This design comes from an exercise in tuning for small area, a short achievable clock period and few clock cycles per item on the open sky130 flow, not from production work.
RTL that was checked went through simulation tests only; none was proved equivalent to the original.
No functional check of the RTL was part of runs 1 and 2.
Power figures rest on the tool's default switching activity, not on a simulated workload.

**flow/run.sh**
```bash
#!/bin/bash
# synth_recipe.tcl (not shown) runs the flow's synth.tcl, then flattens the netlist and writes it again
# the make line also repeats each setting of config.mk as NAME=value (left out here)
make -C /OpenROAD-flow-scripts/flow DESIGN_CONFIG=/design/flow/config.mk WORK_HOME=/design/flow/orfs CLKGATE_MAP_FILE= SYNTH_SCRIPT=/design/flow/synth_recipe.tcl finish
```
**flow/config.mk**
```make
export PLATFORM = sky130hd
export DESIGN_NAME = t2_header_top
export DESIGN_NICKNAME = t2_header_top
export VERILOG_FILES = /design/flow/design.v
export SDC_FILE = /design/flow/constraint.sdc
export NUM_CORES = 4
export LEC_CHECK = 0
export CAP_MARGIN = 20
export CORE_MARGIN = 2
export CORE_UTILIZATION = 55
export SETUP_SLACK_MARGIN = 3.1
export SLEW_MARGIN = 20
```
**flow/constraint.sdc**
```tcl
create_clock -name core_clock -period 5.5 [get_ports {clk}]
set_input_delay 1.1000 -clock core_clock [delete_from_list [all_inputs] [get_ports {clk}]]
set_output_delay 1.1000 -clock core_clock [all_outputs]
set_load 0.01 [all_outputs]
```
**flow/design.v**
```verilog
`default_nettype none
`default_nettype wire
`default_nettype none
package t2_pkg;
    typedef logic [6-1:0]              zb_t;
    typedef logic [9-1:0]            pass_t;
    typedef logic [32-1:0]           field_t;
    typedef logic [6-1:0]          bit_cnt_t;
    typedef logic [$clog2(8)-1:0]      cb_coord_t;
    typedef logic [16-1:0]         pkt_index_t;
    typedef enum logic [2:0] {
        HDR_IDLE,
        HDR_SOP,
        HDR_INDEX,
        HDR_TAG,
        HDR_PASS,
        HDR_LAST_WAIT
    } hdr_state_t;
endpackage
`default_nettype wire
`timescale 1ns/1ps
`default_nettype none
module t2_header_top (
    input  logic                clk,
    input  logic                rst_n,
    input  logic                zb_valid_i,
    input  t2_pkg::zb_t         zb_data_i,
    output logic                zb_ready_o,
    input  logic                pass_valid_i,
    input  t2_pkg::pass_t       pass_data_i,
    output logic                pass_ready_o,
    output logic                hdr_valid_o,
    output logic                hdr_last_o,
    output t2_pkg::field_t      hdr_data_o,
    output t2_pkg::bit_cnt_t    hdr_bit_cnt_o,
    output logic                hdr_insert_zero_o,
    input  logic                hdr_ready_i
);
    localparam logic [2:0] F_SOP  = 3'd0;
    localparam logic [2:0] F_IDX  = 3'd1;
    localparam logic [2:0] F_CODE = 3'd2;
    localparam logic [2:0] F_ROOT = 3'd4;
    localparam logic [2:0] F_M4   = 3'd5;
    localparam logic [2:0] F_M2   = 3'd6;
    localparam logic [2:0] F_LEAF = 3'd7;
    function automatic logic lt6(input logic [5:0] a, input logic [5:0] b);
        logic r;
        r = 1'b0;
        for (int i = 0; i < 6; i++) r = (!a[i] && b[i]) || (!(a[i] ^ b[i]) && r);
        lt6 = r;
    endfunction
    logic        rdy_q;
    logic        acc;
    logic [6:0]  acnt;       
    logic [6:0]  rcnt;       
    logic [6:0]  rcnt_f;     
    logic [5:0]  rf   [8][8];
    logic [5:0]  m4   [4];
    logic [5:0]  root;
    assign zb_ready_o = rdy_q;
    assign acc        = zb_valid_i && rdy_q;
    assign rcnt_f     = {~rcnt[6], rcnt[5:0]};
    logic [6:0] acnt_p1;
    logic       lim0, lim1;
    assign acnt_p1 = acnt + 7'd1;
    assign lim0    = (acnt == rcnt_f);
    assign lim1    = (acnt_p1 == rcnt_f);
    always_ff @(posedge clk or negedge rst_n) begin
        if (!rst_n) begin
            rdy_q <= 1'b1;
            acnt  <= '0;
        end else begin
            if (acc) acnt <= acnt_p1;
            rdy_q <= acc ? !lim1 : !lim0;
        end
    end
    logic [7:0] row_sel, col_sel;
    logic [1:0] q_w;
    logic       first_root, first_m4;
    assign row_sel    = 8'd1 << acnt[5:3];
    assign col_sel    = 8'd1 << acnt[2:0];
    assign q_w        = {acnt[5], acnt[2]};
    assign first_root = (acnt[5:0] == 6'd0);
    assign first_m4   = (acnt[4:3] == 2'b00 && acnt[1:0] == 2'b00);
    always_ff @(posedge clk) begin
        for (int y = 0; y < 8; y++) begin
            for (int x = 0; x < 8; x++) begin
                if (acc && row_sel[y] && col_sel[x]) rf[y][x] <= zb_data_i;
            end
        end
    end
    always_ff @(posedge clk) begin
        if (acc && (first_root || lt6(zb_data_i, root))) root <= zb_data_i;
        for (int q = 0; q < 4; q++) begin
            if (acc && q_w == q && (first_m4 || lt6(zb_data_i, m4[q]))) m4[q] <= zb_data_i;
        end
    end
    logic        pb_v;
    logic [4:0]  pb_cls;     
    logic [6:0]  pb_off;     
    logic        pb_take;
    logic [8:0]  pd3, pd6, pd37;
    assign pass_ready_o = !pb_v;
    assign pb_take      = pass_valid_i && !pb_v;
    assign pd3  = pass_data_i - 9'd3;
    assign pd6  = pass_data_i - 9'd6;
    assign pd37 = pass_data_i - 9'd37;
    always_ff @(posedge clk) begin
        if (pb_take) begin
            if (pass_data_i == 9'd1) begin
                pb_cls <= 5'b00001; pb_off <= 7'd0;
            end else if (pass_data_i == 9'd2) begin
                pb_cls <= 5'b00010; pb_off <= 7'd0;
            end else if (pass_data_i <= 9'd5) begin
                pb_cls <= 5'b00100; pb_off <= {5'd0, pd3[1:0]};
            end else if (pass_data_i <= 9'd36) begin
                pb_cls <= 5'b01000; pb_off <= {2'd0, pd6[4:0]};
            end else begin
                pb_cls <= 5'b10000; pb_off <= pd37[6:0];
            end
        end
    end
    logic [15:0] code_d;
    logic [5:0]  code_b;
    assign code_d = ({16{pb_cls[4]}} & 16'hff80) | ({16{pb_cls[3]}} & 16'h01e0) |
                    ({16{pb_cls[2]}} & 16'h000c) | ({16{pb_cls[1]}} & 16'h0002) |
                    {9'd0, pb_off};
    assign code_b = ({6{pb_cls[0]}} & 6'd1) | ({6{pb_cls[1]}} & 6'd2) |
                    ({6{pb_cls[2]}} & 6'd4) | ({6{pb_cls[3]}} & 6'd9) |
                    ({6{pb_cls[4]}} & 6'd16);
    logic [4:0]  vc;
    logic [5:0]  grp_q [4];
    logic [5:0]  leaf_b;
    logic [5:0]  m2_nx, m4_nx, leaf_nx;
    logic [5:0]  blk;
    assign blk = rcnt[5:0];
    always_ff @(posedge clk) begin
        grp_q[0] <= rf[{vc[4:3], 1'b0}][{vc[1:0], 1'b0}];
        grp_q[1] <= rf[{vc[4:3], 1'b0}][{vc[1:0], 1'b1}];
        grp_q[2] <= rf[{vc[4:3], 1'b1}][{vc[1:0], 1'b0}];
        grp_q[3] <= rf[{vc[4:3], 1'b1}][{vc[1:0], 1'b1}];
    end
    logic ab, ac, ad, bc, bd, cd;
    logic sa, sb, sc;
    logic [5:0] min4;
    assign ab = !lt6(grp_q[1], grp_q[0]);
    assign ac = !lt6(grp_q[2], grp_q[0]);
    assign ad = !lt6(grp_q[3], grp_q[0]);
    assign bc = !lt6(grp_q[2], grp_q[1]);
    assign bd = !lt6(grp_q[3], grp_q[1]);
    assign cd = !lt6(grp_q[3], grp_q[2]);
    assign sa = ab && ac && ad;
    assign sb = !ab && bc && bd;
    assign sc = !ac && !bc && cd;
    always_comb begin
        if (sa)      min4 = grp_q[0];
        else if (sb) min4 = grp_q[1];
        else if (sc) min4 = grp_q[2];
        else         min4 = grp_q[3];
    end
    always_ff @(posedge clk) begin
        m2_nx   <= min4;
        m4_nx   <= m4[{blk[5], blk[2]}];
        leaf_nx <= blk[0] ? leaf_b : grp_q[{blk[3], 1'b0}];
    end
    logic [2:0]  ft;          
    logic [15:0] pkt_idx;
    logic        sop_a, sop_b;
    logic [15:0] dat_q;
    logic        ld_en, avail, ld;
    logic        begun_q;
    logic [2:0]  ft_nb;       
    always_comb begin
        case (ft)
            F_SOP:   avail = begun_q;    
            F_ROOT:  avail = !rdy_q;     
            F_CODE:  avail = pb_v;
            default: avail = 1'b1;
        endcase
    end
    assign ld_en = !hdr_valid_o || hdr_ready_i;
    assign ld    = ld_en && avail;
    logic [5:0] tag;
    always_comb begin
        case (ft[1:0])
            2'd0:    tag = root;
            2'd1:    tag = m4_nx;
            2'd2:    tag = m2_nx;
            default: tag = leaf_nx;
        endcase
    end
    logic [6:0] rcnt_p1;
    logic [5:0] nb;
    logic [2:0] ft_blk;
    assign rcnt_p1 = rcnt + 7'd1;
    assign nb      = rcnt_p1[5:0];
    always_comb begin
        if (nb == 6'd0)                                 ft_blk = F_SOP;
        else if (nb[4:3] == 2'b00 && nb[1:0] == 2'b00) ft_blk = F_M4;
        else if (!nb[3] && !nb[0])                      ft_blk = F_M2;
        else                                            ft_blk = F_LEAF;
    end
    always_ff @(posedge clk or negedge rst_n) begin
        if (!rst_n) begin
            hdr_valid_o <= 1'b0;
            ft          <= F_SOP;
            rcnt        <= '0;
            vc          <= '0;
            pkt_idx     <= '0;
            pb_v        <= 1'b0;
            begun_q     <= 1'b0;
            ft_nb       <= F_SOP;
        end else begin
            begun_q <= (acnt != rcnt) || acc;
            if (ld_en) hdr_valid_o <= avail;
            if (pb_take) pb_v <= 1'b1;
            else if (ld && ft == F_CODE) pb_v <= 1'b0;
            if (ld) begin
                case (ft)
                    F_SOP:  ft <= F_IDX;
                    F_IDX: begin
                        ft      <= F_ROOT;
                        pkt_idx <= pkt_idx + 16'd1;
                    end
                    F_ROOT: ft <= F_M4;
                    F_M4:   ft <= F_M2;
                    F_M2:   ft <= F_LEAF;
                    F_LEAF: begin
                        ft    <= F_CODE;
                        rcnt  <= rcnt_p1;
                        ft_nb <= ft_blk;
                        if (!blk[0]) vc <= vc + 5'd1;
                    end
                    default: ft <= ft_nb;
                endcase
            end
        end
    end
    always_ff @(posedge clk) begin
        if (ld && ft == F_LEAF && !blk[0]) leaf_b <= grp_q[{blk[3], 1'b1}];
        if (ld)    sop_a <= (ft == F_SOP);
        if (ld_en) sop_b <= avail && (ft == F_SOP);
        if (ld) begin
            case (ft)
                F_SOP: begin
                    dat_q             <= 16'h0004;
                    hdr_bit_cnt_o     <= 6'd32;
                    hdr_insert_zero_o <= 1'b0;
                    hdr_last_o        <= 1'b0;
                end
                F_IDX: begin
                    dat_q             <= pkt_idx;
                    hdr_bit_cnt_o     <= 6'd16;
                    hdr_insert_zero_o <= 1'b0;
                    hdr_last_o        <= 1'b0;
                end
                F_CODE: begin
                    dat_q             <= code_d;
                    hdr_bit_cnt_o     <= code_b;
                    hdr_insert_zero_o <= 1'b0;
                    hdr_last_o        <= (ft_nb == F_SOP);
                end
                default: begin
                    dat_q             <= {10'd0, tag};
                    hdr_bit_cnt_o     <= tag + 6'd1;
                    hdr_insert_zero_o <= 1'b1;
                    hdr_last_o        <= 1'b0;
                end
            endcase
        end
    end
    assign hdr_data_o = {{4{sop_a}}, {4{sop_b}}, sop_a, 2'b00, sop_b, 3'b000, sop_a, dat_q};
endmodule
`default_nettype wire
```
==> run notes, run 1 <==
Post-CTS Hold Buffers 0; Min Hold Slack 0.454 ns; Worst R2R Path Depth 3; main combinational cell family by area after synthesis compound AO/OA/AOI/OAI gates; Initial DRC Count between 1500 and 2000; P_leak around 0.0095 uW; # diodes 0; hold depth 2; die width between 200 and 250 um; multiplexer share of the synthesized area 2.94%; Hold Path Class reg2reg; clock sink total between 500 and 600; setup_tns 0 ns; delay-heaviest family, CP simple AND/OR/NAND/NOR gates; number of synthesized flops with an enable pin 458; GRT Util Overall slightly above 30%; synth warn 4; CP required 5.80 ns; Mapped Cells roughly 1600; Final setup viols 0; Pwr Density slightly above 500 nW/um^2; DRT Pass-1 Iters 6; Post-Syn Area around 23000 sq um; WL/cell between 20 and 30 um; Post-Synth Adder-Cell Area 4.07%; Inserted Clock Buffers 55; period utilization between 40% and 50%; measured slew at the worst slew-check pin around 0.95 ns; die area 43000 sq um; total wire length ~67000 um; status finished clean; critical path type reg2reg; Layout area overhead 20.5%; placed wire-length estimate 43500 um; placed instance count between 2000 and 2500; I/O Buffers 57; fin. max-slew vios 0; Skew-Pair Late Insertion Delay ~0.63 ns; max_cap viols 0; Area contributors post-synth edfxtp_1, dfrtp_1, ha_1; Post-Synth Simple-Gate Area roughly 8.4%; clk buf depth 3; vias in the first global route 14800; FF+latch count, synth around 550; total power draw ~14000 uW; Synth Flop Type edfxtp_1; Die Height about 210 um; H-tree levels 2; Initial Util a little under three fifths; worst hold start leaf_b[5]; vias per cell 6.45; reg-to-reg slack, setup 3.00 ns; CP max stage delay approximately 0.70 ns; first-pass GRT wire length 98300 um; Peak VDD IR ~0.33 mV; Max-slew headroom 36.6%; gr ovfl total 0; critical path cell sequence nor2b_1, nand2_2, nor2_2; FMAX 400 MHz; top cell type's share of synthesized area roughly three fifths; initial antenna violation count 2; layout cells sized above 1 23.8%; I/O Pins between 60 and 70; crit start category register; Worst R2R End rf[44][0]; clock slew at reported path FFs roughly 0.060 ns; Worst Skew between 0.04 and 0.05 ns; XOR/XNOR Fraction of Synth Area under 10%; final core area utilization about two thirds; Mapped Avg Cell Area roughly 14 sq um; worst hold endpoint leaf_nx[5]; worst path arrival time approximately 2.8 ns; Synth Area in Compound Gates ~11%; vias approximately 15000; CTS tree built; Slowest-stage cell, CP nor2b_1; asr flop ratio synth 8.26%; Fill cells 2907; Final Hold Vio Count 0; RSZ-0062 raised after global routing true; register area share after synthesis between 60% and 70%; core area 40800 sq um; CTS root buf clkbuf_16; post-route ant nets 0; GP Congestion ~0.89; R2R Path Start acnt[3]; row cnt between 70 and 80; Final min period 2.50 ns; Worst Path Buf+Inv 0; CP max FO 10; Net count, final ~1800; synth unique cells 69; DRC Markers 0; CP Capture Type register; Non-Filler Instances 2301; largest net degree at the start of global routing around 70; cell taking the most area after synthesis edfxtp_1
==> layout make-up <==
type	count	area (sq um)	area share, %
sequential	545	15800	57.5
multi-input combinational	916	7430	27.1
timing repair buffer	163	1480	5.39
clock buffer	73	1470	5.38
tap	532	666	2.43
clock inverter	29	393	1.43
inverter	43	195	0.713
==> cell usage in the layout (no fill, tap or decap), types with 38 or more instances in the layout <==
| cell | n |
|---|---|
| xnor2_1 | 41 |
| edfxtp_1 | 458 |
| a22oi_1 | 74 |
| clkbuf_16 | 56 |
| nor2_4 | 55 |
| nand2_1 | 101 |
| nor2_1 | 45 |
| nand3_1 | 39 |
| ha_1 | 65 |
| dfrtp_1 | 38 |
| buf_4 | 88 |
| o21ai_0 | 57 |
==> kinds of logic after synthesis <==
logic type,after synthesis
xor gates and xnor gates,54
other,1
DFF,545
buffers and inverters,137
adders and majority gates,74
and+or+nand+nor,393
muxes,50
AOI/OAI and AO/OA,339
==> power by group <==
part | switching, uW | internal [uW]
Sequential | 500 | 5060
Clock | 1600 | 2270
Combinational | 2720 | 1800
Total | 4830 | 9130
==> synthesized netlist by cell type (all sizes together), types with 42 or more instances <==
cell type and n:
dfrtp 44, nand2 116, dfxtp 42, nor2 117, a21oi 43, edfxtp 458
clkbuf 57, ha 74, o21ai 69, inv 43, a22oi 75
==> sequential cells by signal, indices dropped and copies added, names as in the netlist, 7 cells and up, named ones only <==
register / count
pb_off: 7
m4: 24
dat_q: 16
pkt_idx: 16
rf: 384
grp_q: 24
rcnt: 7
acnt: 7
==> worst register-to-register path, cell delays in order (launching register included) <==
cell	delay, ns
dfrtp_1	0.55
nor2b_1	0.70
nand2_2	0.53
nor2_2	0.42
==> what timing repair did <==
| action | 4_1_cts | 5_1_grt |
|---|---|---|
| resized for setup | 257 | 107 |
| endpoints found under the hold margin | 0 | 0 |
| pin swaps | 21 | 37 |
| cloned | 2 | 1 |
| buffers inserted | 39 | 35 |
| setup endpoints to repair | 520 | 298 |
==> per-stage QoR <==
step,setup slack [ns],instance area (sq um)
floorplan,2.85,22900
global placement,1.80,23900
detailed placement,1.79,23900
CTS,2.97,26600
global route,2.91,27400
finish,3.00,27400
==> worst max path at each step <==
| stage | endpoint | slack, ns | startpoint | cells past startpoint |
|---|---|---|---|---|
| after CTS | hdr_data_o[23] | 2.97 | sop_a | 3 |
| after floorplan | m4[0][0] | 2.85 | zb_data_i[1] | 8 |
| after global routing | rf[44][0] | 2.91 | acnt[3] | 3 |
| after global placement | rf[15][5] | 1.80 | zb_valid_i | 5 |
| after detailed placement | rf[31][1] | 1.79 | zb_valid_i | 5 |
| final | rf[44][0] | 3.00 | acnt[3] | 3 |
==> per-layer routing <==
layer,GRT usage (%),share of wire (%)
met1,40.3,37
met2,51.3,49
met3,5.28,8.9
met4,15.4,4.8
met5,0,0.025
==> run 2, diff against run 1 <==
--- a/flow/design.v
+++ b/flow/design.v
@@ -51,3 +51,3 @@
     endfunction
-    logic        rdy_q;
+    logic        full_q;     
     logic        acc;
@@ -59,4 +59,4 @@
     logic [5:0]  root;
-    assign zb_ready_o = rdy_q;
-    assign acc        = zb_valid_i && rdy_q;
+    assign zb_ready_o = !full_q;
+    assign acc        = zb_valid_i && !full_q;
     assign rcnt_f     = {~rcnt[6], rcnt[5:0]};
@@ -69,3 +69,3 @@
         if (!rst_n) begin
-            rdy_q <= 1'b1;
+            full_q <= 1'b0;
             acnt  <= '0;
@@ -73,3 +73,3 @@
             if (acc) acnt <= acnt_p1;
-            rdy_q <= acc ? !lim1 : !lim0;
+            full_q <= acc ? lim1 : lim0;
         end
@@ -101,5 +101,7 @@
     logic        pb_take;
+    logic        pb_v_n;
+    logic        pr_q;       
     logic [8:0]  pd3, pd6, pd37;
-    assign pass_ready_o = !pb_v;
-    assign pb_take      = pass_valid_i && !pb_v;
+    assign pass_ready_o = pr_q;
+    assign pb_take      = pass_valid_i && pr_q;
     assign pd3  = pass_data_i - 9'd3;
@@ -167,3 +169,3 @@
     logic [15:0] pkt_idx;
-    logic        sop_a, sop_b;
+    logic        sop_a, sop_b, sop_c;
     logic [15:0] dat_q;
@@ -175,3 +177,3 @@
             F_SOP:   avail = begun_q;    
-            F_ROOT:  avail = !rdy_q;     
+            F_ROOT:  avail = full_q;     
             F_CODE:  avail = pb_v;
@@ -182,2 +184,7 @@
     assign ld    = ld_en && avail;
+    always_comb begin
+        pb_v_n = pb_v;
+        if (pb_take) pb_v_n = 1'b1;
+        else if (ld && ft == F_CODE) pb_v_n = 1'b0;
+    end
     logic [5:0] tag;
@@ -210,2 +217,3 @@
             pb_v        <= 1'b0;
+            pr_q        <= 1'b0;
             begun_q     <= 1'b0;
@@ -215,4 +223,4 @@
             if (ld_en) hdr_valid_o <= avail;
-            if (pb_take) pb_v <= 1'b1;
-            else if (ld && ft == F_CODE) pb_v <= 1'b0;
+            pb_v <= pb_v_n;
+            pr_q <= !pb_v_n;
             if (ld) begin
@@ -242,2 +250,3 @@
         if (ld_en) sop_b <= avail && (ft == F_SOP);
+        sop_c <= ld ? (ft == F_SOP) : (sop_c && hdr_valid_o);
         if (ld) begin
@@ -271,3 +280,3 @@
     end
-    assign hdr_data_o = {{4{sop_a}}, {4{sop_b}}, sop_a, 2'b00, sop_b, 3'b000, sop_a, dat_q};
+    assign hdr_data_o = {{4{sop_a}}, {4{sop_b}}, sop_c, 2'b00, sop_c, 3'b000, sop_c, dat_q};
 endmodule
--- a/flow/config.mk
+++ b/flow/config.mk
@@ -10,3 +10,5 @@
 export CORE_UTILIZATION = 55
-export SETUP_SLACK_MARGIN = 3.1
+export CTS_CLUSTER_DIAMETER = 80
+export CTS_CLUSTER_SIZE = 25
+export SETUP_SLACK_MARGIN = 3.2
 export SLEW_MARGIN = 20
==> run notes, run 2 <==
Synth Flop Type edfxtp_1; # diodes 0; CP Capture Type register; DRC Markers 0; total wire length roughly 67000 um; DRT Pass-1 Iters 8; clk buf depth 3; RSZ-0062 raised after global routing true; vias in the first global route between 10000 and 15000; Inserted Clock Buffers 27; most frequent cells in the layout edfxtp_1, buf_4, nand2_1; layout cells sized above 1 between 20% and 30%; Net count, final ~1800; H-tree levels 1; post-route ant nets 0; biggest regs rf (384), grp_q (24), m4 (24); delay-heaviest family, CP compound AO/OA/AOI/OAI gates; critical path type reg2reg; Non-Filler Instances around 2200; critical path cell sequence inv_1, ha_1, buf_6, nor2b_2, a32o_1, a222oi_1, nand4_1, a21o_1; die width 207 um; Worst Skew about 0.015 ns; measured slew at the worst slew-check pin 1.12 ns; CP required about 6.0 ns; GRT Util Overall 30.6%; Area contributors post-synth edfxtp_1, dfrtp_1, ha_1; clock sink total about 550; worst path arrival time between 2 and 3 ns; Mapped Avg Cell Area 14.6 sq um; I/O Pins between 60 and 70; asr flop ratio synth under 10%; first-pass GRT wire length roughly 97000 um; P_leak approximately 0.009 uW; I/O Buffers between 50 and 60; Final min period approximately 2.4 ns; Synth top cells by count edfxtp_1, nor2_1, nand2_1, ha_1, a22oi_1; Pwr Density between 400 and 500 nW/um^2; Initial Util 55.6%; Skew-Pair Late Insertion Delay 0.60 ns; cell taking the most area after synthesis edfxtp_1; top-count cell post-synth edfxtp_1; Largest Register rf; initial antenna violation count 2; Worst Path Buf+Inv 2; Final Hold Vio Count 0; Hold Path Class in2async; Initial DRC Count between 2000 and 2500; top cell type's share of synthesized area between 60 and 70%; max reg flops 384; gr ovfl total 0; core area 40800 sq um; Die Height between 200 and 250 um; commonest non-fill, non-tap cell in the layout edfxtp_1; crit start category register; largest net degree at the start of global routing 55; clock slew at reported path FFs 0.10 ns; Post-Syn Area 22700 sq um; Layout area overhead 16.4%; die area 43000 sq um; Min Hold Slack 0.426 ns; Peak VDD IR 0.343 mV; Post-CTS Hold Buffers 0; CP max stage delay ~0.46 ns; vias per cell approximately 6.6; CP max FO 21; CTS root buf clkbuf_16; FF+latch count, synth roughly 550; register area share after synthesis roughly 70%; status finished clean; setup_tns 0 ns; Max-slew headroom between 20% and 30%; synth warn 4; period utilization a little over two fifths; vias 14700; synth unique cells 66; FMAX about 420 MHz; Slowest-stage cell, CP a222oi_1; Final setup viols 0; max_cap viols 0; placed wire-length estimate between 40000 and 50000 um; Mapped Cells 1561; placed instance count 2091; fin. max-slew vios 0; WL/cell between 20 and 30 um; number of synthesized flops with an enable pin 458; CTS tree built; row cnt 74; GP Congestion around 0.85
-- run 2: changes by cell type after synthesis, moves of 6 or more --
cell	delta
mux2i_1	-9
o21ai_0	-31
a22oi_1	-19
a221oi_1	+7
o21ai_1	+15
a22o_1	+21
mux2_1	+8
nand2_1	-19
and3_1	-6
a32oi_1	-6
-- run 2: routing by layer --
layer	part of all wire, %	track usage, %	up-vias
li1	-	-	6270
met1	39	42.5	7325
met2	47	49.1	889
met3	9.5	4.80	180
met4	4.7	11.8	2
met5	0.015	0	-
-- run 2: timing repair --
action,CTS,global route
setup endpoints to repair,530,254
gates cloned,6,4
resized for setup,327,58
pin swaps,34,26
buffers inserted,53,32
-- run 2: final timing paths --
path	from	end	slack, ns	depth (start not counted)
worst max-delay path	vc[0]	grp_q[0][1]	3.11	8
worst min-delay path	rst_n	acnt[0]	0.43	1
worst max register to register	vc[0]	grp_q[0][1]	3.11	8
worst min register to register	leaf_b[5]	leaf_nx[5]	0.45	2
max in group asynchronous	rst_n	vc[4]	4.28	2
min in group core_clock	leaf_b[5]	leaf_nx[5]	0.45	2
-- run 2: cells by family (layout without fill, tap and decap cells) --
family | count (synthesis) | after routing | synth area share [%]
fa+ha+maj | 74 | 74 | 4.08
compound gates | 318 | 318 | 10.4
flops | 547 | 547 | 69.4
mux | 56 | 56 | 3.39
other cells | 1 | 5 | 0.0165
simple gates | 375 | 380 | 8.08
buf+inv | 137 | 270 | 2.59
xor+xnor | 53 | 53 | 2.04
-- run 2: stage by stage --
step	area (sq um)	utilization (%)	power (uW)	setup WS, ns
floorplan	23100	-	7790	2.70
CTS	25800	63.3	11700	3.13
global placement	24100	59.0	9180	1.60
finish	26400	64.7	12100	3.11
global route	26400	64.7	12600	3.11
detailed placement	24100	59.0	9210	1.60
-- run 2: where the power goes --
part	switching [uW]	internal [uW]	total [uW]	leakage [uW]
Combinational	2560	1660	4220	0.00368
Sequential	482	5090	5570	0.00509
Clock	1310	970	2280	0.000395
-- run 2: cell type report --
type                            count  area (sq um)
Fill cell                        2996         14400
Sequential cell                   547         15800
Clock inverter                      6          65.1
Inverter                           47           209
Timing Repair Buffer              174          1560
Clock buffer                       43           756
Multi-Input combinational cell    886          7380
Tap cell                          532           666
-- run 2: worst register-to-register path: cells and delay by family, from the launching register on --
| kind | cells | cell delay [ns] |
|---|---|---|
| DFF | 1 | 0.41 |
| and+or+nand+nor | 2 | 0.48 |
| buffers and inverters | 2 | 0.30 |
| AOI/OAI and AO/OA | 3 | 0.89 |
| adders and majority gates | 1 | 0.22 |
==> run 3, diff against run 2 <==
--- a/flow/design.v
+++ b/flow/design.v
@@ -76,10 +76,20 @@
     end
-    logic [7:0] row_sel, col_sel;
-    logic [1:0] q_w;
+    logic [7:0] row_oh, col_oh;
+    logic [3:0] q_sel;
     logic       first_root, first_m4;
-    assign row_sel    = 8'd1 << acnt[5:3];
-    assign col_sel    = 8'd1 << acnt[2:0];
-    assign q_w        = {acnt[5], acnt[2]};
-    assign first_root = (acnt[5:0] == 6'd0);
-    assign first_m4   = (acnt[4:3] == 2'b00 && acnt[1:0] == 2'b00);
+    always_ff @(posedge clk or negedge rst_n) begin
+        if (!rst_n) begin
+            row_oh <= 8'd1;
+            col_oh <= 8'd1;
+        end else if (acc) begin
+            col_oh <= {col_oh[6:0], col_oh[7]};
+            if (col_oh[7]) row_oh <= {row_oh[6:0], row_oh[7]};
+        end
+    end
+    for (genvar q = 0; q < 4; q++) begin : g_qsel
+        assign q_sel[q] = (q[1] ? |row_oh[7:4] : |row_oh[3:0]) &&
+                          (q[0] ? |col_oh[7:4] : |col_oh[3:0]);
+    end
+    assign first_root = row_oh[0] && col_oh[0];
+    assign first_m4   = (row_oh[0] || row_oh[4]) && (col_oh[0] || col_oh[4]);
     always_ff @(posedge clk) begin
@@ -87,3 +97,3 @@
             for (int x = 0; x < 8; x++) begin
-                if (acc && row_sel[y] && col_sel[x]) rf[y][x] <= zb_data_i;
+                if (acc && row_oh[y] && col_oh[x]) rf[y][x] <= zb_data_i;
             end
@@ -94,3 +104,3 @@
         for (int q = 0; q < 4; q++) begin
-            if (acc && q_w == q && (first_m4 || lt6(zb_data_i, m4[q]))) m4[q] <= zb_data_i;
+            if (acc && q_sel[q] && (first_m4 || lt6(zb_data_i, m4[q]))) m4[q] <= zb_data_i;
         end
@@ -132,3 +142,5 @@
                     ({6{pb_cls[4]}} & 6'd16);
-    logic [4:0]  vc;
+    logic [15:0] g_oh;        
+    logic        yb;          
+    logic        g_last;      
     logic [5:0]  grp_q [4];
@@ -138,7 +150,12 @@
     assign blk = rcnt[5:0];
-    always_ff @(posedge clk) begin
-        grp_q[0] <= rf[{vc[4:3], 1'b0}][{vc[1:0], 1'b0}];
-        grp_q[1] <= rf[{vc[4:3], 1'b0}][{vc[1:0], 1'b1}];
-        grp_q[2] <= rf[{vc[4:3], 1'b1}][{vc[1:0], 1'b0}];
-        grp_q[3] <= rf[{vc[4:3], 1'b1}][{vc[1:0], 1'b1}];
+    assign g_last = g_oh[3] || g_oh[7] || g_oh[11] || g_oh[15];
+    always_ff @(posedge clk) begin
+        for (int w = 0; w < 4; w++) begin
+            logic [5:0] v;
+            v = '0;
+            for (int g = 0; g < 16; g++) begin
+                v = v | ({6{g_oh[g]}} & rf[2 * (g / 4) + w / 2][2 * (g % 4) + w % 2]);
+            end
+            grp_q[w] <= v;
+        end
     end
@@ -214,3 +231,4 @@
             rcnt        <= '0;
-            vc          <= '0;
+            g_oh        <= 16'd1;
+            yb          <= 1'b0;
             pkt_idx     <= '0;
@@ -239,3 +257,7 @@
                         ft_nb <= ft_blk;
-                        if (!blk[0]) vc <= vc + 5'd1;
+                        if (!blk[0]) begin
+                            if (g_last && !yb) g_oh <= {g_oh[2:0], g_oh[15:3]};
+                            else               g_oh <= {g_oh[14:0], g_oh[15]};
+                            if (g_last) yb <= !yb;
+                        end
                     end
--- a/flow/config.mk
+++ b/flow/config.mk
@@ -9,3 +9,3 @@
 export CORE_MARGIN = 2
-export CORE_UTILIZATION = 55
+export CORE_UTILIZATION = 65
 export CTS_CLUSTER_DIAMETER = 80
==> run notes, run 3 <==
GP Congestion roughly 0.89; clk buf depth 3; vias in the first global route around 14000; H-tree levels 1; Pwr Density approximately 350 nW/um^2; R2R Path Start grp_q[2][1]; Area contributors post-synth edfxtp_1, dfrtp_1, a221oi_1; asr flop ratio synth 12.9%; FF+latch count, synth 575; Fill cells around 2300; gr ovfl total 0; CTS tree built; max_cap viols 0; Skew-Pair Late Insertion Delay between 0.6 and 0.7 ns; measured slew at the worst slew-check pin 0.937 ns; die width approximately 190 um; core area about 35000 sq um; Initial DRC Count 1909; crit start category register; Worst R2R Path Depth 8; RSZ-0062 raised after global routing true; Largest Register rf; Layout area overhead 9.97%; top-count cell post-synth edfxtp_1; synth unique cells between 50 and 60; max reg flops ~380; Hold Path Class in2async; Final setup viols 0; Worst Skew roughly 0.032 ns; layout cells sized above 1 15.7%; placed wire-length estimate between 30000 and 40000 um; I/O Pins 63; synth warn 4; status finished clean; fin. max-slew vios 0; critical path type reg2out; CTS root buf clkbuf_16; vias 14400; FMAX ~420 MHz; first-pass GRT wire length between 80000 and 90000 um; total wire length approximately 59000 um; Post-Syn Area ~23000 sq um; WL/cell about 28 um; Mapped Cells 1547; Synth Flop Type edfxtp_1; Post-DP Area between 20000 and 25000 sq um; initial antenna violation count 0; Final min period 2.38 ns; I/O Buffers 57; Worst R2R End m2_nx[4]; cell area after layout around 26000 sq um; reg-to-reg slack, setup 3.23 ns; clock sink total between 500 and 600; GRT Util Overall 31.4%; most frequent cells in the layout edfxtp_1, a22o_1, a221oi_1; register area share after synthesis 70.7%; Final Hold Vio Count 0; Net count, final roughly 1700; CP required roughly 4.4 ns; die area around 37000 sq um; worst path arrival time around 1.3 ns; Max-slew headroom 37.6%; DRT Pass-1 Iters 5; number of synthesized flops with an enable pin about 460; cell taking the most area after synthesis edfxtp_1; clock slew at reported path FFs 0.09 ns; Peak VDD IR 0.319 mV; Initial Util about two thirds; P_leak between 0.009 and 0.01 uW; largest net degree at the start of global routing 70; Die Height slightly below 200 um; row cnt 69; vias per cell about 7.0; Post-CTS Hold Buffers 0; # diodes 0; setup_tns 0 ns; CP Capture Type primary output; Synth top cells by count edfxtp_1, a221oi_1, a22o_1, nand2_1, clkbuf_1; commonest non-fill, non-tap cell in the layout edfxtp_1; Mapped Avg Cell Area between 15 and 20 sq um; CP max FO 3; DRC Markers 0; Inserted Clock Buffers 27; period utilization 43.3%; top cell type's share of synthesized area 59.1%; post-route ant nets 0; biggest regs rf (384), grp_q (24), m4 (24)
[run 3: report_power, final]
part | leakage [uW] | internal [uW] | switching [uW]
Sequential | 0.00537 | 4980 | 285
Combinational | 0.00361 | 561 | 676
Clock | 0.000401 | 1020 | 1320
[run 3: what timing repair did]
action / 4_1_cts / 5_1_grt
gates resized for setup: 181 / 72
cloned: 5 / 1
setup endpoints to repair: 544 / 116
pin swaps: 12 / 12
hold endpoints to repair: 0 / 0
setup buffers: 18 / 15
[run 3: layer usage]
layer,vias up,part of all wire (%),wire (um),track usage (%)
met5,-,0,0,0
met4,0,3.5,2030,10.6
met3,144,11,6260,4.92
met2,939,46,27300,47.9
met1,7225,40,23300,47.0
li1,6133,-,-,-
[run 3: worst max-delay path by stage]
stage	from	to	depth (start not counted)
4_1_cts	sop_b	hdr_data_o[25]	1
3_3_place_gp	zb_valid_i	root[0]	5
3_5_place_dp	zb_valid_i	root[3]	5
5_1_grt	sop_b	hdr_data_o[26]	2
6_report	sop_b	hdr_data_o[26]	2
2_1_floorplan	zb_data_i[1]	m4[0][0]	8
[run 3: critical path, cell delays in order (launching register included)]
cell and delay, ns:
edfxtp_1 0.43, buf_4 0.16, buf_6 0.11
[run 3: cell type report]
class	count	area [sq um]	share of cell area, %
timing repair inverter	2	15.0	0.0586
inverter	34	171	0.670
tap	461	577	2.25
clock buffer	46	768	3.00
multi-input combinational	836	6610	25.8
clock inverter	4	75.1	0.293
timing repair buffer	114	857	3.35
sequential	575	16500	64.6
[run 3: cells by family after synthesis]
logic type / synth area share (%)
buf+inv: 2.64
flops: 70.7
mux: 2.50
simple gates: 7.12
compound gates: 11.5
xor+xnor: 1.96
other cells: 0.0161
fa+ha+maj: 3.49
[run 3: metrics by stage]
stage                     hold WS [ns]  cells  setup slack [ns]  total power, uW  utilization, %
final                            0.411   2072              3.12             8840            72.3
after global routing             0.428   2072              3.07             9160            72.3
after CTS                        0.407   2056              3.06             8830            71.6
after detailed placement         0.441   1983              1.90             6590            68.6
after global placement           0.433   1983              1.94             6570            68.6
after floorplan                  0.428   1551              3.00             6130               -
Testbench counts of run 3, summed over its fixed seeds: cycles 10,168, packets 64.
==> run 4, diff against run 3 <==
--- a/flow/config.mk
+++ b/flow/config.mk
@@ -9,6 +9,6 @@
 export CORE_MARGIN = 2
-export CORE_UTILIZATION = 65
+export CORE_UTILIZATION = 55
 export CTS_CLUSTER_DIAMETER = 80
 export CTS_CLUSTER_SIZE = 25
-export SETUP_SLACK_MARGIN = 3.2
+export SETUP_SLACK_MARGIN = 3.4
 export SLEW_MARGIN = 20
==> run notes, run 4 <==
vias per cell ~6.5; commonest non-fill, non-tap cell in the layout edfxtp_1; Layout area overhead 14.7%; Worst Skew roughly 0.039 ns; multiplexer share of the synthesized area approximately 2.5%; Fill cells 3034; top-count cell post-synth edfxtp_1; Worst R2R Path Depth 7; P_leak between 0.009 and 0.01 uW; Largest Register rf; cell taking the most area after synthesis edfxtp_1; initial antenna violation count 1; Final setup viols 0; worst slack at placement between 2 and 2.5 ns; FF+latch count, synth 575; gr ovfl total 0; setup_tns 0 ns; WL/cell roughly 29 um; Post-Synth Adder-Cell Area roughly 3.5%; crit start category register; Final min period 2.37 ns; total power draw 9190 uW; clock slew at reported path FFs about 0.09 ns; core area approximately 42000 sq um; max_cap viols 0; CP max FO 3; CTS tree built; first-pass GRT wire length around 93000 um; row cnt between 70 and 80; register area share after synthesis between 70% and 80%; Net count, final 1703; CTS root buf clkbuf_16; asr flop ratio synth roughly 13%; CP required approximately 4.4 ns; FMAX 423 MHz; vias ~14000; Initial DRC Count between 1000 and 1500; total wire length approximately 63000 um; period utilization 43.0%; Post-Synth Simple-Gate Area 7.12%; placed instance count roughly 2100; Synth top cells by count edfxtp_1, a221oi_1, a22o_1, nand2_1, clkbuf_1; synth unique cells 58; Skew-Pair Late Insertion Delay 0.64 ns; H-tree levels 1; Hold Path Class in2async; post-route ant nets 0; GP Congestion around 0.87; # diodes 0; die width 210 um; Post-DP Area roughly 25000 sq um; Final Hold Vio Count 0; placed wire-length estimate 39200 um; clk buf depth 3; max reg flops ~380; DRT Pass-1 Iters 6; critical path type reg2out; I/O Pins 63; Peak VDD IR roughly 0.26 mV; die area ~44000 sq um; Mapped Cells roughly 1500; Post-Syn Area around 23000 sq um; Inserted Clock Buffers 30; Non-Filler Instances about 2200; Die Height between 200 and 250 um; top cell type's share of synthesized area about three fifths; XOR/XNOR Fraction of Synth Area under 10%; Area contributors post-synth edfxtp_1, dfrtp_1, a221oi_1; layout cells sized above 1 a little under a quarter; RSZ-0062 raised after global routing true; fin worst setup slack ~3.1 ns; Max-slew headroom 40.8%; status finished clean; biggest regs rf (384), grp_q (24), m4 (24); main combinational cell family by area after synthesis compound AO/OA/AOI/OAI gates; Synth Flop Type edfxtp_1; Pwr Density roughly 340 nW/um^2; synth warn 4; Initial Util 55.6%; GRT Util Overall between 20% and 30%; worst path arrival time approximately 1.3 ns; clock sink total roughly 580; measured slew at the worst slew-check pin 0.888 ns; Synth Area in Compound Gates 11.5%; most frequent cells in the layout edfxtp_1, a22o_1, a221oi_1; largest net degree at the start of global routing 75; fin. max-slew vios 0; I/O Buffers 57; CP Capture Type primary output; DRC Markers 0; vias in the first global route between 10000 and 15000; Mapped Avg Cell Area 15.0 sq um; number of synthesized flops with an enable pin about 460; cell area after layout about 27000 sq um
==> run 4: final cells by class <==
| class | count | area [sq um] | area share [%] |
|---|---|---|---|
| inverters | 34 | 186 | 0.698 |
| clock buffers | 44 | 836 | 3.13 |
| repair inverters | 1 | 7.51 | 0.0281 |
| clock inverters | 12 | 140 | 0.525 |
| flip-flops and latches | 575 | 16500 | 61.9 |
| multi-input cells | 834 | 7060 | 26.5 |
| repair buffers | 142 | 1250 | 4.70 |
| well taps | 539 | 674 | 2.53 |
==> run 4: worst max-delay path, cell delays in order (launching register included) <==
cell	delay, ns
edfxtp_1	0.41
buf_6	0.14
buf_6	0.11
==> run 4: worst paths after layout <==
kind,start,end,slack (ns)
min in group core_clock,leaf_b[3],leaf_nx[3],0.46
max,sop_a,hdr_data_o[30],3.13
max reg2reg,grp_q[2][4],m2_nx[2],3.25
min,rst_n,pkt_idx[13],0.40
min reg2reg,leaf_b[3],leaf_nx[3],0.46
max in group asynchronous,rst_n,g_oh[0],4.45
==> run 4: what timing repair did <==
| item | CTS | global route |
|---|---|---|
| hold buffers | 0 | 0 |
| resized for setup | 253 | 46 |
| gates cloned | 4 | 1 |
| buffers inserted | 42 | 14 |
| hold endpoints to repair | 0 | 0 |
| endpoints found under the setup margin | 569 | 141 |
| pin swaps | 26 | 29 |
==> run 4: stage by stage <==
stage	hold WS (ns)	utilization (%)
after global placement	0.450	59.3
after global routing	0.403	63.8
after floorplan	0.428	-
after detailed placement	0.444	59.3
after CTS	0.468	62.9
final	0.400	63.8
==> run 4: cells by family after synthesis <==
group	Yosys count
fa+ha+maj	65
xor+xnor	52
compound gates	350
other cells	1
buf+inv	144
simple gates	317
flops	575
mux	43
==> run 4: routing by layer <==
metal | track usage (%) | wire length (um) | vias up
li1 | - | - | 6189
met1 | 39.5 | 26000 | 7268
met2 | 48.6 | 31100 | 654
met3 | 3.28 | 4300 | 123
met4 | 8.73 | 2090 | 0
met5 | 0 | 0 | -
==> run 4: power by group <==
part           internal [uW]  switching, uW  leakage [uW]
logic                    648            759       0.00373
clock network           1100           1430      0.000473
registers               4980            266       0.00537
==> run 5, diff against run 4 <==
--- a/flow/config.mk
+++ b/flow/config.mk
@@ -7,2 +7,3 @@
 export LEC_CHECK = 0
+export ABC_AREA = 1
 export CAP_MARGIN = 20
@@ -12,3 +13,3 @@
 export CTS_CLUSTER_SIZE = 25
-export SETUP_SLACK_MARGIN = 3.4
+export SETUP_SLACK_MARGIN = 3.2
 export SLEW_MARGIN = 20
==> run notes, run 5 <==
Final Hold Vio Count 0; Initial DRC Count 1488; multiplexer share of the synthesized area 0%; placed wire-length estimate between 30000 and 40000 um; worst slack at placement 1.63 ns; vias 15200; Skew-Pair Late Insertion Delay between 0.6 and 0.7 ns; asr flop ratio synth ~13%; worst path arrival time between 1 and 1.5 ns; Max-slew headroom a little over a third; RSZ-0062 raised after global routing true; first-pass GRT wire length 89200 um; layout cells sized above 1 between 10% and 20%; die width approximately 210 um; Final min period 2.29 ns; period utilization approximately two fifths; CTS tree built; clock slew at reported path FFs ~0.1 ns; FMAX approximately 440 MHz; DRC Markers 0; critical path type reg2out; reg-to-reg slack, setup 3.31 ns; status finished clean; top-count cell post-synth nand2_1; Initial Util between 50% and 60%; cell taking the most area after synthesis edfxtp_1; Layout area overhead 11.8%; clk buf depth 3; initial antenna violation count 2; Area contributors post-synth edfxtp_1, nand2_1, dfrtp_1; CP max FO 2; main combinational cell family by area after synthesis simple AND/OR/NAND/NOR gates; Synth Area in Compound Gates under 10%; WL/cell approximately 23 um; row cnt 75; I/O Pins between 60 and 70; clock sink total 575; most frequent cells in the layout nand2_1, edfxtp_1, inv_1; Non-Filler Instances between 2000 and 3000; Net count, final approximately 2100; fin. max-slew vios 0; Slowest-stage cell, CP dfrtp_1; Worst Skew between 0.03 and 0.04 ns; crit start category register; setup_tns 0 ns; Peak VDD IR between 0.3 and 0.4 mV; H-tree levels 1; total wire length ~60000 um; Hold Path Class reg2reg; CP max stage delay about 0.4 ns; vias per cell between 5 and 6; synth unique cells 46; GRT Util Overall approximately 27%; die area approximately 45000 sq um; max_cap viols 0; I/O Buffers 57; critical path cell sequence inv_2, buf_6; Inserted Clock Buffers 30; P_leak between 0.01 and 0.015 uW; max reg flops around 380; vias in the first global route roughly 15000; CP Capture Type primary output; measured slew at the worst slew-check pin 0.965 ns; synth warn 4; Die Height 211 um; core area ~42000 sq um; biggest regs rf (384), grp_q (24), m4 (24); Mapped Avg Cell Area 12.1 sq um; Synth top cells by count nand2_1, edfxtp_1, inv_1, nor2_1, o21ai_0; FF+latch count, synth around 580; DRT Pass-1 Iters 7; top cell type's share of synthesized area between 50% and 60%; Largest Register rf; Mapped Cells 1957; Pwr Density just over 400 nW/um^2; largest net degree at the start of global routing 75; GP Congestion around 0.93; XOR/XNOR Fraction of Synth Area approximately 1.7%; CP required about 4.4 ns; post-route ant nets 0; Post-Synth Simple-Gate Area between 10% and 20%; fin worst setup slack around 3.2 ns; register area share after synthesis a little over two thirds; gr ovfl total 0; Post-Syn Area ~24000 sq um; CTS root buf clkbuf_16; Final setup viols 0; commonest non-fill, non-tap cell in the layout nand2_1; number of synthesized flops with an enable pin 458; Post-Synth Adder-Cell Area approximately 3.4%; Synth Flop Type edfxtp_1; placed instance count 2501
[run 5: cell types whose count changed after synthesis, sizes merged, moves of 24 or more]
cell    delta
nand4     +24
a221oi    -52
and3      -70
nand3     +54
a22o      -91
nor2      +48
o21ai     +40
mux2i     -29
inv      +121
nand2    +413
[run 5: kinds of logic (layout without fill, tap and decap cells)]
group                      after synthesis  count (layout)
and+or+nand+nor                        756             757
DFF                                    575             575
AOI/OAI and AO/OA                      263             263
buffers and inverters                  251             341
adders and majority gates               65              65
xor gates and xnor gates                46              46
other                                    1               6
[run 5: repair_timing]
| action | in CTS | in global routing |
|---|---|---|
| hold buffers | 0 | 0 |
| setup buffers | 19 | 12 |
| gates cloned | 3 | 0 |
| setup endpoints to repair | 508 | 68 |
| pin swaps | 6 | 18 |
| resized for setup | 199 | 53 |
[run 5: power by group]
part	internal, uW	leakage, uW	switching (uW)
Sequential	5230	0.00538	414
Clock	1070	0.000461	1410
Combinational	793	0.00434	1840
[run 5: routing by layer]
layer / vias to the layer above / part of all wire [%] / global-route usage (%)
met5: - / 0 / 0
met4: 0 / 3.7 / 9.49
met3: 118 / 7.3 / 4.22
met2: 580 / 48 / 45.1
met1: 7447 / 41 / 36.9
li1: 7016 / - / -
[run 5: critical path, delay by kind of cell (launching register included)]
| family | cells | cell delay [ns] |
|---|---|---|
| flops | 1 | 0.40 |
| buf+inv | 2 | 0.19 |
[run 5: path summary, 6_finish.rpt]
check	start	to	cells after the start
max	full_q	zb_ready_o	2
min reg2reg	pkt_idx[5]	pkt_idx[5]	1
max in group asynchronous	rst_n	ft[0]	1
max reg2reg	g_oh[2]	grp_q[2][2]	9
min	pkt_idx[5]	pkt_idx[5]	1
min in group asynchronous	rst_n	acnt[5]	1
[run 5: cell type report]
cell class	count	area, sq um
diodes	1	2.50
clock buffers	41	802
clock inverters	15	154
fillers	3310	15700
inverters	168	679
multi-input cells	1136	6730
flip-flops and latches	575	16500
well taps	539	674
repair buffers	116	878
repair inverters	1	8.76
[run 5: per-stage QoR]
stage	hold slack (ns)	total power [uW]	instance area, sq um	utilization (%)
2_1_floorplan	0.431	7260	24000	-
3_3_place_gp	0.454	8320	25100	59.5
3_5_place_dp	0.458	8340	25100	59.5
4_1_cts	0.480	10700	26200	62.3
5_1_grt	0.502	11300	26400	62.7
6_report	0.478	10800	26400	62.7
==> run 6, diff against run 5 <==
--- a/flow/config.mk
+++ b/flow/config.mk
@@ -7,3 +7,3 @@
 export LEC_CHECK = 0
-export ABC_AREA = 1
+export ABC_CLOCK_PERIOD_IN_PS = 2000
 export CAP_MARGIN = 20
==> run notes, run 6 <==
cell taking the most area after synthesis edfxtp_1; layout cells sized above 1 15.3%; Post-DP Area between 20000 and 25000 sq um; measured slew at the worst slew-check pin 0.922 ns; I/O Pins 63; hold depth 2; Min Hold Slack between 0.4 and 0.5 ns; Worst Skew 0.0256 ns; Inserted Clock Buffers 29; gr ovfl total 0; worst hold start leaf_b[4]; I/O Buffers 57; cell area after layout 25600 sq um; critical path type reg2reg; CP max FO 20; Initial DRC Count 1735; critical path cell sequence buf_4, a22o_1, a221oi_1, nand4_1; vias roughly 14000; Max-slew headroom 38.5%; worst path arrival time 2.74 ns; Skew-Pair Late Insertion Delay approximately 0.61 ns; reg-to-reg slack, setup about 3.2 ns; top-count cell post-synth edfxtp_1; CP max stage delay slightly above 0.6 ns; Synth top cells by count edfxtp_1, a221oi_1, a22o_1, nand2_1, clkbuf_1; first-pass GRT wire length approximately 90000 um; status finished clean; Peak VDD IR roughly 0.26 mV; fin. max-slew vios 0; synth warn 4; Pwr Density about 350 nW/um^2; placed wire-length estimate 38600 um; Post-Syn Area 23300 sq um; die area roughly 44000 sq um; max_cap viols 0; max reg flops around 380; FMAX 429 MHz; Final Hold Vio Count 0; Initial Util 55.6%; P_leak between 0.009 and 0.01 uW; GRT Util Overall about 28%; initial antenna violation count 2; Largest Register rf; synth unique cells between 50 and 60; R2R Path Start g_oh[2]; Mapped Cells 1547; GP Congestion approximately 0.91; placed instance count just over 2000; Area contributors post-synth edfxtp_1, dfrtp_1, a221oi_1; die width about 210 um; most frequent cells in the layout edfxtp_1, a22o_1, a221oi_1; Non-Filler Instances between 2000 and 2500; CTS root buf clkbuf_16; row cnt 75; crit start category register; Worst R2R Path Depth 4; Synth Flop Type edfxtp_1; post-route ant nets 0; total wire length a little over 60000 um; worst hold endpoint leaf_nx[4]; asr flop ratio synth about an eighth; largest net degree at the start of global routing 75; WL/cell approximately 28 um; RSZ-0062 raised after global routing true; clock slew at reported path FFs 0.10 ns; vias in the first global route roughly 14000; vias per cell between 6 and 7; commonest non-fill, non-tap cell in the layout edfxtp_1; Final setup viols 0; register area share after synthesis 70.7%; CP Capture Type register; clk buf depth 3; Worst R2R End grp_q[1][5]; H-tree levels 1; Slowest-stage cell, CP dfrtp_1; Die Height 210 um; period utilization about 42%; DRC Markers 0; top cell type's share of synthesized area between 50% and 60%; Mapped Avg Cell Area about 15 sq um; Layout area overhead 10.1%; CP required slightly below 6 ns; clock sink total 575; Hold Path Class reg2reg; setup_tns 0 ns; core area approximately 42000 sq um; DRT Pass-1 Iters 7; # diodes 0; Post-CTS Hold Buffers 0; Net count, final 1673; FF+latch count, synth roughly 580; CTS tree built; Final min period 2.33 ns; number of synthesized flops with an enable pin between 400 and 500; biggest regs rf (384), grp_q (24), m4 (24)
run 6: report_power, final:
group | total (uW) | internal (uW) | switching (uW)
clock | 2390 | 1010 | 1380
sequential | 5270 | 4980 | 291
combinational | 1210 | 545 | 663
total | 8870 | 6530 | 2330
run 6: how the worst max path moves through the flow:
stage / start / to / slack (ns) / cells past startpoint
final: g_oh[2] / grp_q[1][5] / 3.17 / 4
after global routing: pass_data_i[0] / pb_off[4] / 3.15 / 10
after CTS: rcnt[0] / ft_nb[0] / 3.16 / 7
after detailed placement: zb_valid_i / root[2] / 2.03 / 5
after global placement: zb_valid_i / root[2] / 2.09 / 5
after floorplan: zb_data_i[1] / m4[0][0] / 3.00 / 8
run 6: per-stage QoR:
stage	total power, uW	utilization (%)	worst slack [ns]
floorplan	6130	-	3.00
global placement	6590	58.3	2.09
detailed placement	6600	58.3	2.03
CTS	8890	60.7	3.16
global route	9220	61.2	3.15
finish	8870	61.2	3.17
run 6: layer usage:
metal | vias up | part of all wire, % | track usage, %
met4 | 2 | 2.2 | 7.02
met3 | 90 | 8.8 | 5.16
met1 | 7206 | 42 | 39.9
met5 | - | 0.021 | 0
li1 | 6145 | - | -
met2 | 686 | 47 | 44.8
run 6: cell families (layout without fill, tap and decap cells):
| kind of cell | count (synthesis) | after routing | share of synthesized area [%] |
|---|---|---|---|
| other | 1 | 5 | 0.0161 |
| AO/OA/AOI/OAI | 350 | 350 | 11.5 |
| multiplexers | 43 | 43 | 2.50 |
| adder cells (fa/ha/maj) | 65 | 65 | 3.49 |
| AND/OR/NAND/NOR | 317 | 321 | 7.12 |
| flip-flops | 575 | 575 | 70.7 |
| buffers and inverters | 144 | 199 | 2.64 |
| XOR/XNOR | 52 | 52 | 1.96 |
run 6: layout make-up:
type	instances	area (sq um)
Timing Repair inverter	1	7.51
Timing Repair Buffer	111	832
Multi-Input combinational cell	836	6540
Sequential cell	575	16500
Tap cell	539	674
Inverter	34	175
Clock buffer	40	767
Fill cell	3212	16200
Clock inverter	13	109
run 6: critical path, delay by kind of cell (launching register included):
family	cells	cell delay (ns)
buffers and inverters	1	0.37
AOI/OAI and AO/OA	2	0.84
and+or+nand+nor	1	0.30
DFF	1	0.61
run 6: timing repair:
| item | 4_1_cts | 5_1_grt |
|---|---|---|
| pin swaps | 8 | 11 |
| setup buffers | 14 | 14 |
| endpoints found under the setup margin | 549 | 113 |
| cloned | 5 | 0 |
| gates resized for setup | 198 | 39 |
==> run 7, diff against run 6 <==
--- a/flow/config.mk
+++ b/flow/config.mk
@@ -7,3 +7,3 @@
 export LEC_CHECK = 0
-export ABC_CLOCK_PERIOD_IN_PS = 2000
+export ABC_AREA = 1
 export CAP_MARGIN = 20
@@ -11,2 +11,3 @@
 export CORE_UTILIZATION = 55
+export CTS_BUF_LIST = sky130_fd_sc_hd__clkbuf_8 sky130_fd_sc_hd__clkbuf_16
 export CTS_CLUSTER_DIAMETER = 80
==> run notes, run 7 <==
Initial Util between 50% and 60%; layout cells sized above 1 between 10% and 20%; die width about 210 um; Post-Synth Adder-Cell Area 3.44%; Layout area overhead 11.8%; H-tree levels 1; Net count, final 2113; clock slew at reported path FFs 0.10 ns; CTS tree built; row cnt 75; register area share after synthesis ~70%; main combinational cell family by area after synthesis simple AND/OR/NAND/NOR gates; critical path type reg2out; initial antenna violation count 2; setup_tns 0 ns; Post-Syn Area between 20000 and 25000 sq um; asr flop ratio synth 12.9%; Mapped Avg Cell Area approximately 12 sq um; top cell type's share of synthesized area between 50% and 60%; max_cap viols 0; Final Hold Vio Count 0; clk buf depth 3; vias in the first global route 14600; GP Congestion around 0.93; first-pass GRT wire length slightly below 90000 um; CP Capture Type primary output; DRT Pass-1 Iters 5; CTS root buf clkbuf_16; FMAX approximately 440 MHz; number of synthesized flops with an enable pin between 400 and 500; largest net degree at the start of global routing 75; placed wire-length estimate between 30000 and 40000 um; Die Height around 210 um; most frequent cells in the layout nand2_1, edfxtp_1, inv_1; Max-slew headroom a little under two fifths; DRC Markers 0; cell taking the most area after synthesis edfxtp_1; XOR/XNOR Fraction of Synth Area 1.71%; Final min period approximately 2.3 ns; synth unique cells 46; Synth Flop Type edfxtp_1; I/O Pins 63; status finished clean; die area about 45000 sq um; Synth Area in Compound Gates ~7.2%; RSZ-0062 raised after global routing true; fin worst setup slack 3.21 ns; Final setup viols 0; Hold Path Class reg2reg; Skew-Pair Late Insertion Delay 0.64 ns; Worst R2R Path Depth 9; fin. max-slew vios 0; total wire length between 50000 and 60000 um; P_leak just over 0.01 uW; hold depth 1; post-route ant nets 0; Synth top cells by count nand2_1, edfxtp_1, inv_1, nor2_1, o21ai_0; top-count cell post-synth nand2_1; Pwr Density roughly 410 nW/um^2; Inserted Clock Buffers 30; multiplexer share of the synthesized area 0%; period utilization 41.6%; worst slack at placement 1.63 ns; synth warn 4; biggest regs rf (384), grp_q (24), m4 (24); vias between 15000 and 20000; vias per cell 5.85; FF+latch count, synth roughly 580; Mapped Cells a little under 2000; WL/cell 23.1 um; GRT Util Overall ~27%; Peak VDD IR ~0.32 mV; Post-CTS Hold Buffers 0; Post-Synth Simple-Gate Area a little over an eighth; core area approximately 42000 sq um; worst path arrival time around 1.2 ns; CP required 4.40 ns; commonest non-fill, non-tap cell in the layout nand2_1; gr ovfl total 0; CP max FO 2; crit start category register; measured slew at the worst slew-check pin 0.947 ns; Initial DRC Count about 1500; Largest Register rf; max reg flops 384; Area contributors post-synth edfxtp_1, nand2_1, dfrtp_1; clock sink total 575; I/O Buffers 57; Worst Skew around 0.043 ns
run 7: changes by cell type in the layout (fill, tap and decap cells not counted), sizes merged, moves of 29 or more:
cell / change
and3: -70
a221oi: -52
inv: +131
nand3: +54
a22o: -91
nand2: +413
mux2i: -29
nor2: +48
o21ai: +40
run 7: critical path, stage by stage (launching register included):
cell and delay, ns:
dfrtp_1 0.40, inv_2 0.09, buf_6 0.10
run 7: per-layer routing:
layer / vias up / GRT usage [%] / share of wire (%) / wire, um
met5: - / 0 / 0 / 0
met4: 0 / 9.49 / 3.7 / 2200
met3: 117 / 4.22 / 7.0 / 4180
met2: 570 / 45.1 / 48 / 28600
met1: 7446 / 36.9 / 42 / 24900
li1: 7019 / - / - / -
run 7: cell families after synthesis:
| family | after synthesis |
|---|---|
| fa+ha+maj | 65 |
| other cells | 1 |
| xor+xnor | 46 |
| buf+inv | 251 |
| compound gates | 263 |
| simple gates | 756 |
| flops | 575 |
run 7: cell type report:
| class | count | area [sq um] |
|---|---|---|
| Timing Repair inverter | 1 | 8.76 |
| Fill cell | 3310 | 15700 |
| Antenna cell | 1 | 2.50 |
| Multi-Input combinational cell | 1136 | 6730 |
| Sequential cell | 575 | 16500 |
| Clock inverter | 25 | 191 |
| Inverter | 168 | 679 |
| Timing Repair Buffer | 116 | 878 |
| Tap cell | 539 | 674 |
| Clock buffer | 31 | 764 |
run 7: path summary, 6_finish.rpt:
check	start	end	slack [ns]
worst max-delay path	full_q	zb_ready_o	3.21
worst min-delay path	pkt_idx[5]	pkt_idx[5]	0.48
max in group asynchronous	rst_n	ft[0]	4.44
worst min register to register	pkt_idx[5]	pkt_idx[5]	0.48
min in group asynchronous	rst_n	acnt[5]	0.52
worst max register to register	g_oh[2]	grp_q[2][2]	3.29
run 7: repair_timing:
action	4_1_cts	5_1_grt
resized for setup	199	53
buffers inserted	19	12
gates cloned	3	0
endpoints found under the setup margin	508	68
pin swaps	6	18
run 7: power by group:
| group | total (uW) | leakage [uW] | switching (uW) | internal, uW |
|---|---|---|---|---|
| sequential | 5650 | 0.00538 | 413 | 5230 |
| combinational | 2630 | 0.00434 | 1840 | 793 |
| clock | 2460 | 0.000503 | 1410 | 1050 |
run 7: per-stage QoR:
step	power [uW]	area, sq um	hold slack [ns]	util, %	cells
global route	11200	26400	0.502	62.7	2591
global placement	8320	25100	0.454	59.5	2501
CTS	10700	26200	0.480	62.3	2579
floorplan	7260	24000	0.431	-	1961
finish	10700	26400	0.479	62.7	2592
detailed placement	8340	25100	0.458	59.5	2501
==> run 8, diff against run 7 <==
--- a/flow/config.mk
+++ b/flow/config.mk
@@ -7,3 +7,2 @@
 export LEC_CHECK = 0
-export ABC_AREA = 1
 export CAP_MARGIN = 20
@@ -11,3 +10,2 @@
 export CORE_UTILIZATION = 55
-export CTS_BUF_LIST = sky130_fd_sc_hd__clkbuf_8 sky130_fd_sc_hd__clkbuf_16
 export CTS_CLUSTER_DIAMETER = 80
==> run notes, run 8 <==
status finished clean; Post-Synth Simple-Gate Area 7.12%; Net count, final 1673; vias per cell between 6 and 7; H-tree levels 1; area of the multi-input gates around 6500 sq um; Reg area 16500 sq um; critical path cell sequence buf_4, a22o_1, a221oi_1, nand4_1; Initial Util around 56%; synth warn 4; GRT Util Overall between 20% and 30%; biggest regs rf (384), grp_q (24), m4 (24); Final setup viols 0; RSZ-0062 raised after global routing true; Largest Register rf; CP max FO 20; die width approximately 210 um; Min Hold Slack 0.464 ns; Hold Path Class reg2reg; first-pass GRT wire length between 90000 and 100000 um; fin. max-slew vios 0; Synth Flop Type edfxtp_1; Worst Skew around 0.026 ns; asr flop ratio synth roughly an eighth; Pwr Density 346 nW/um^2; max_cap viols 0; cell taking the most area after synthesis edfxtp_1; CTS tree built; clock slew at reported path FFs 0.10 ns; CP max stage delay a little over 0.6 ns; Mapped Cells about 1500; die area 44000 sq um; max reg flops around 380; P_leak approximately 0.0094 uW; measured slew at the worst slew-check pin roughly 0.9 ns; I/O Pins 63; largest net degree at the start of global routing 75; Synth Area in Compound Gates approximately 12%; FF+latch count, synth about 580; CP required approximately 6 ns; Max-slew headroom about two fifths; multiplexer share of the synthesized area around 2.5%; vias roughly 14000; period utilization between 40% and 50%; crit start category register; register area share after synthesis 70.7%; top-count cell post-synth edfxtp_1; worst path arrival time between 2 and 3 ns; Post-Synth Adder-Cell Area between 3 and 4%; XOR/XNOR Fraction of Synth Area 1.96%; Die Height 210 um; commonest non-fill, non-tap cell in the layout edfxtp_1; Slowest-stage cell, CP dfrtp_1; layout cells sized above 1 15.3%; WL/cell 28.5 um; most frequent cells in the layout edfxtp_1, a22o_1, a221oi_1; gr ovfl total 0; met3 Usage GRT 5.16%; GR Util met1 roughly two fifths; CP Capture Type register; Mapped Avg Cell Area around 15 sq um; FMAX between 400 and 500 MHz; main combinational cell family by area after synthesis compound AO/OA/AOI/OAI gates; placed wire-length estimate 38600 um; GP Congestion about 0.9; CTS root buf clkbuf_16; Layout area overhead 10.1%; Peak VDD IR roughly 0.26 mV; Post-Syn Area approximately 23000 sq um; I/O Buffers 57; Area contributors post-synth edfxtp_1, dfrtp_1, a221oi_1; DRT Pass-1 Iters 7; Fill cells approximately 3200; clk buf depth 3; Final Hold Vio Count 0; Initial DRC Count ~1700; number of synthesized flops with an enable pin 458; Inserted Clock Buffers 29; post-route ant nets 0; Final min period 2.33 ns; initial antenna violation count 2; total wire length approximately 61000 um; clock sink total 575; top cell type's share of synthesized area between 50% and 60%; synth unique cells 58; row cnt 75; Skew-Pair Late Insertion Delay 0.61 ns; # diodes 0; Post-CTS Hold Buffers 0; core area approximately 42000 sq um; DRC Markers 0; vias in the first global route around 14000; critical path type reg2reg; gr busiest metal met2; Synth top cells by count edfxtp_1, a221oi_1, a22o_1, nand2_1, clkbuf_1; setup_tns 0 ns; met2 usage 44.8%
run 8: changes by cell type after synthesis, moves of 67 or more:
cell     delta
a22o_1     +91
o21ai_0    -67
and3_1     +70
nand2_1   -405
inv_1     -122
run 8: stage by stage:
step	area (sq um)	std cells	power [uW]	setup WS [ns]	utilization, %
floorplan	23500	1551	6130	3.00	-
global placement	24400	2063	6590	2.09	58.3
detailed placement	24400	2063	6600	2.03	58.3
CTS	25400	2135	8890	3.16	60.7
global route	25600	2149	9220	3.15	61.2
finish	25600	2149	8870	3.17	61.2
run 8: kinds of logic after synthesis:
logic type               count (synthesis)
XOR/XNOR                                52
buffers and inverters                  144
multiplexers                            43
AND/OR/NAND/NOR                        317
flip-flops                             575
other                                    1
AO/OA/AOI/OAI                          350
adder cells (fa/ha/maj)                 65
run 8: area by class of cell:
cell class                 instances  share of cell area [%]
timing repair inverter             1                  0.0293
inverter                          34                   0.684
sequential                       575                    64.5
multi-input combinational        836                    25.5
timing repair buffer             111                    3.25
clock buffer                      40                    2.99
clock inverter                    13                   0.425
tap                              539                    2.63
run 8: power by group:
group	switching [uW]	internal, uW
clock	1380	1010
combinational	663	545
sequential	291	4980
total	2330	6530
run 8: worst paths after layout:
check                           from           to  slack, ns  cells after the start
setup / recovery             g_oh[2]  grp_q[1][5]       3.17                      4
hold / removal             leaf_b[4]   leaf_nx[4]       0.46                      2
setup reg to reg             g_oh[2]  grp_q[1][5]       3.17                      4
hold reg to reg            leaf_b[4]   leaf_nx[4]       0.46                      2
max in group asynchronous      rst_n        ft[0]       4.42                      1
min in group asynchronous      rst_n      acnt[3]       0.52                      1
run 8: repair_timing:
action | in CTS | in global routing
gates cloned | 5 | 0
pin swaps | 8 | 11
buffers inserted | 14 | 14
endpoints found under the setup margin | 549 | 113
resized for setup | 198 | 39
run 8: critical path, delay by kind of cell, from the launching register on:
| kind | cells | cell delay [ns] |
|---|---|---|
| compound gates | 2 | 0.84 |
| buf+inv | 1 | 0.37 |
| flops | 1 | 0.61 |
| simple gates | 1 | 0.30 |
run 8: metal layers:
layer	up-vias	part of all wire, %	wire length [um]
li1	6145	-	-
met1	7206	42	25500
met2	686	47	29000
met3	90	8.8	5380
met4	2	2.2	1340
met5	-	0.021	13

static timing again, ports no longer ideal:
How much do the figures lean on ideal ports? The routed layouts below were timed once more, with nothing changed but the port constraints.
Step 1 assumes that a clkbuf_16 drives the clock port and a buf_2 every other input.
Step 2 moves the port delays by t, midway between the first and last clock arrival at a register: inputs arrive t later, outputs are due t later. That takes back most of the time a late clock gives input paths.
Slacks: no drivers / after step 1 / after step 2; pairs: no drivers / after step 1.
run | shift t [ns] | slack for setup (ns) | worst setup path after step 2 | worst register clock-pin slew, ns
run 1 | 0.671 | 3.002 / 2.966 / 2.374 | input to register | 0.07 / 0.07
run 2 | 0.656 | 3.111 / 3.111 / 2.530 | input to register | 0.10 / 0.10
run 3 | 0.647 | 3.117 / 3.063 / 2.608 | input to register | 0.10 / 0.10
run 4 | 0.675 | 3.134 / 3.077 / 2.603 | input to register | 0.10 / 0.10
run 5 | 0.667 | 3.210 / 3.152 / 2.611 | input to register | 0.10 / 0.10
run 6 | 0.654 | 3.169 / 3.159 / 2.576 | input to register | 0.10 / 0.10
run 7 | 0.669 | 3.210 / 3.152 / 2.609 | input to register | 0.10 / 0.10
run 8 | 0.654 | 3.169 / 3.159 / 2.576 | input to register | 0.10 / 0.10
After both steps every run listed still meets setup and hold. For run 1, which loses most, drivers alone change the setup slack by -0.036 ns; drivers and shift together by -0.628 ns.
